Context: an optimization exercise on an open-source flow, tuned for small area. The choices shown serve that exercise and are no tape-out recipe.
Only simulation tests tie the RTL to the original design; equivalence was not proved.
The clock port is modelled as an ideal driver; clocking choices that lean on that would not hold on a real chip.
Power and IR drop assume default switching activity.

== lagoon ==
## pipe_core
module pipe_core (
    input  logic        clk,
    input  logic        rst,
    input  logic        in_valid,
    input  logic [15:0] in_instr,
    output logic        in_ready,
    output logic        trace_valid,
    output logic [75:0] trace,
    input  logic        trace_ready
);
Settings: LEC_CHECK=0, ABC_AREA=1, CAP_MARGIN=20, CORE_MARGIN=2, CORE_UTILIZATION=40, GPL_TIMING_DRIVEN=0, SLEW_MARGIN=20; clock period 5.5 ns.
standard.sh (not shown) runs the stock make flow with config.mk's settings and CLKGATE_MAP_FILE= SYNTH_SCRIPT=/design/flow/synth_recipe.tcl, a recipe that flattens the netlist after the stock synthesis.
==> flow/flow/run.sh <==
#!/bin/bash
# Standard layout with a leaner clock tree (no dummy loads, smaller
# buffers) and the smallest buffer on the ports.
export CTS_ARGS="-sink_clustering_enable -repair_clock_nets -dont_use_dummy_load -buf_list {sky130_fd_sc_hd__clkbuf_4 sky130_fd_sc_hd__clkbuf_8} -sink_clustering_size 16 -sink_clustering_max_diameter 60"
export BUFFER_PORTS_ARGS="-buffer_cell sky130_fd_sc_hd__buf_1"
bash standard.sh > standard.log 2>&1
The inputs of xenon differ from those of lagoon as listed below.
- a deleted GPL_TIMING_DRIVEN that had been 0
==> flow/run.sh (new file) <==
#!/bin/bash
# synth_recipe.tcl (not shown) runs the flow's synth.tcl, then flattens the netlist and writes it again
# the make line also repeats each setting of config.mk as NAME=value (left out here)
make -C /OpenROAD-flow-scripts/flow DESIGN_CONFIG=/design/flow/config.mk WORK_HOME=/design/flow/orfs CLKGATE_MAP_FILE= SYNTH_SCRIPT=/design/flow/synth_recipe.tcl finish
removed: flow/flow/run.sh
removed: flow/standard.sh
==> comparison <==
When xenon is set beside lagoon, its area of the multi-input gates turns out to be 4.3% smaller.
xenon reports a lower average wire per standard cell than lagoon does.
Comparing xenon and lagoon, the lower worst vdd rail ir drop was measured on lagoon.
Compared xenon against lagoon; overall routed net length within noise.
xenon vs. lagoon: post-placement worst setup slack saw an increase; time the final worst path needs with I/O delays and setup shrank by 0.23 ns; total power climbed 1.9 mW.
Synthesis-to-finish area growth: xenon vs lagoon up 6.1 points
xenon ends up with a maximum frequency that is about 4.7% higher than in lagoon.
Setup changes, xenon to indigo
- GPL_TIMING_DRIVEN newly set to 0
- CORE_UTILIZATION changed from 40 to 60
==> flow/flow/run.sh (new file) <==
#!/bin/bash
# Standard layout with a leaner clock tree (no dummy loads, smaller
# buffers) and the smallest buffer on the ports.
export CTS_ARGS="-sink_clustering_enable -repair_clock_nets -dont_use_dummy_load -buf_list {sky130_fd_sc_hd__clkbuf_4 sky130_fd_sc_hd__clkbuf_8} -sink_clustering_size 16 -sink_clustering_max_diameter 60"
export BUFFER_PORTS_ARGS="-buffer_cell sky130_fd_sc_hd__buf_1"
bash standard.sh > standard.log 2>&1
==> flow/standard.sh (new file) <==
#!/bin/bash
# synth_recipe.tcl (not shown) runs the flow's synth.tcl, then flattens the netlist and writes it again
# the make line also repeats each setting of config.mk as NAME=value (left out here)
make -C /OpenROAD-flow-scripts/flow DESIGN_CONFIG=/design/flow/config.mk WORK_HOME=/design/flow/orfs CLKGATE_MAP_FILE= SYNTH_SCRIPT=/design/flow/synth_recipe.tcl "${@:-finish}"
removed: flow/run.sh
### Flow results
Of xenon and indigo, xenon shows the lower non-clock buffer instance count of the final layout, with indigo above it. Looking at post-route clock skew across xenon and indigo, the one that comes out lower is xenon. indigo vs. xenon: combinational power share went up by 3.4 points. xenon -> indigo: worst IR drop on VDD decreased by more than 10%. Overall track demand over capacity in global routing sits higher in indigo than in xenon. Diff xenon -> indigo: wire length of the first global-routing pass now sits lower; instance area after placement now sits lower; flip-flop and latch power now sits at about the same level; post-layout total power now sits lower.

## blue
Another version of the RTL of pipe_core (not shown whole).
For scale: ~610 flip-flops, ~98 I/O pins, ~25,000 sq um of cells after synthesis.
Settings: LEC_CHECK=0, CAP_MARGIN=20, CORE_MARGIN=2, CORE_UTILIZATION=40, SLEW_MARGIN=20; clock period 5.5 ns.
run.sh (not shown) runs the stock make flow with config.mk's settings and CLKGATE_MAP_FILE= SYNTH_SCRIPT=/design/flow/synth_recipe.tcl, a recipe that flattens the netlist after the stock synthesis.
Stock flow here: none of the scripts above is used.
--- input diff blue..red ---
-- flow/config.mk --
<<< blue, line 7
export LEC_CHECK = 0
export CAP_MARGIN = 20
>>> red, line 7
export LEC_CHECK = 0
export ABC_AREA = 1
export CAP_MARGIN = 20
[summary]
Delta (red minus blue): final cycle utilization of the critical path went down, wire length on met2 went down. The estimated power of red ends up lower than the estimate for blue. red ended up with a higher maximum operating frequency than blue did.

Setup of delta:
pipe_core, a different RTL version from the one above (not shown whole).
Size in the first run: ~1900 cells after synthesis, roughly 600 flip-flops.
clock: 5.5 ns
lec_check: 0
abc_area: 1
cap_margin: 0
core_margin: 2
core_utilization: 40
slew_margin: 0
standard.sh (not shown) runs the stock make flow with config.mk's settings and CLKGATE_MAP_FILE= SYNTH_SCRIPT=/design/flow/synth_recipe.tcl, a recipe that flattens the netlist after the stock synthesis.
==> flow/flow/run.sh <==
#!/bin/bash
# Standard layout with a leaner clock tree (no dummy loads, smaller
# buffers) and the smallest buffer on the ports.
export CTS_ARGS="-sink_clustering_enable -repair_clock_nets -dont_use_dummy_load -buf_list {sky130_fd_sc_hd__clkbuf_4 sky130_fd_sc_hd__clkbuf_8} -sink_clustering_size 16 -sink_clustering_max_diameter 60"
export POST_RESIZE_TCL="$PWD/flow/post_resize.tcl"
export POST_CTS_TCL="$PWD/flow/post_cts.tcl"
export BUFFER_PORTS_ARGS="-buffer_cell sky130_fd_sc_hd__buf_1"
bash standard.sh > standard.log 2>&1
==> flow/flow/post_cts.tcl <==
# area recovery: downsize cells on paths with slack to spare
estimate_parasitics -placement
repair_timing -recover_power 100 -verbose
detailed_placement
check_placement -verbose
==> flow/flow/post_resize.tcl <==
# area recovery after placement repair: downsize cells on paths with slack
estimate_parasitics -placement
repair_timing -recover_power 100 -verbose
Per the final summary, delta finished and its layout is clean on timing, DRC and antenna.
#### Input delta (epsilon over delta)
==> flow/flow/run.sh <==
#!/bin/bash
# Standard layout with a leaner clock tree (no dummy loads, smaller
# buffers) and the smallest buffer on the ports.
export CTS_ARGS="-sink_clustering_enable -repair_clock_nets -dont_use_dummy_load -buf_list {sky130_fd_sc_hd__clkbuf_4 sky130_fd_sc_hd__clkbuf_8} -sink_clustering_size 16 -sink_clustering_max_diameter 90"
export POST_CTS_TCL="$PWD/flow/post_cts.tcl"
export BUFFER_PORTS_ARGS="-buffer_cell sky130_fd_sc_hd__buf_1"
bash standard.sh > standard.log 2>&1
removed: flow/flow/post_resize.tcl
## What came out
- | via count of the first global-routing pass | delta vs epsilon | ≈ equal |
- Maximum fanout along the worst path: delta and epsilon compared, higher one is delta
- Changes observed in epsilon relative to delta: multi-input logic area shows a reduction of about 0.6%; sequential share of cell area shows an increase of 0.21 points.

## what the ideal ports hide
The results above use ideal ports. As a check the final layouts listed here were re-extracted and re-timed, cells and wires unchanged. Step 1, drivers: a clkbuf_16 drives clk and a buf_2 each remaining input, both assumed. Step 2 also shifts input and output timing later by t, the mid clock arrival at the registers, as if the neighbouring blocks saw the same clock. Three values: no drivers, after step 1, after step 2; two values: the first two.
run	shift t [ns]	slack for setup (ns)	hold slack, ns	worst setup path at the end	worst slew at a driven data input, ns
lagoon	0.689	0.278 / 0.278 / 0.278	0.416 / 0.416 / 0.416	register to register	0.04
xenon	0.676	0.511 / 0.511 / 0.511	0.413 / 0.413 / 0.413	register to register	0.04
indigo	0.675	0.228 / 0.228 / 0.228	0.401 / 0.401 / 0.401	register to register	0.05
blue	0.651	0.074 / 0.074 / 0.074	0.397 / 0.397 / 0.397	register to register	0.06
red	0.652	0.283 / 0.283 / 0.283	0.404 / 0.404 / 0.404	register to register	0.04
delta	0.678	0.329 / 0.329 / 0.282	0.411 / 0.411 / 0.411	input to register	0.06
epsilon	0.679	0.255 / 0.255 / 0.255	0.401 / 0.401 / 0.401	register to register	0.06
After both steps setup and hold are still met in every run listed. The setup slack of delta, which loses most, moves by 0.000 ns with the drivers and by -0.047 ns with both steps.
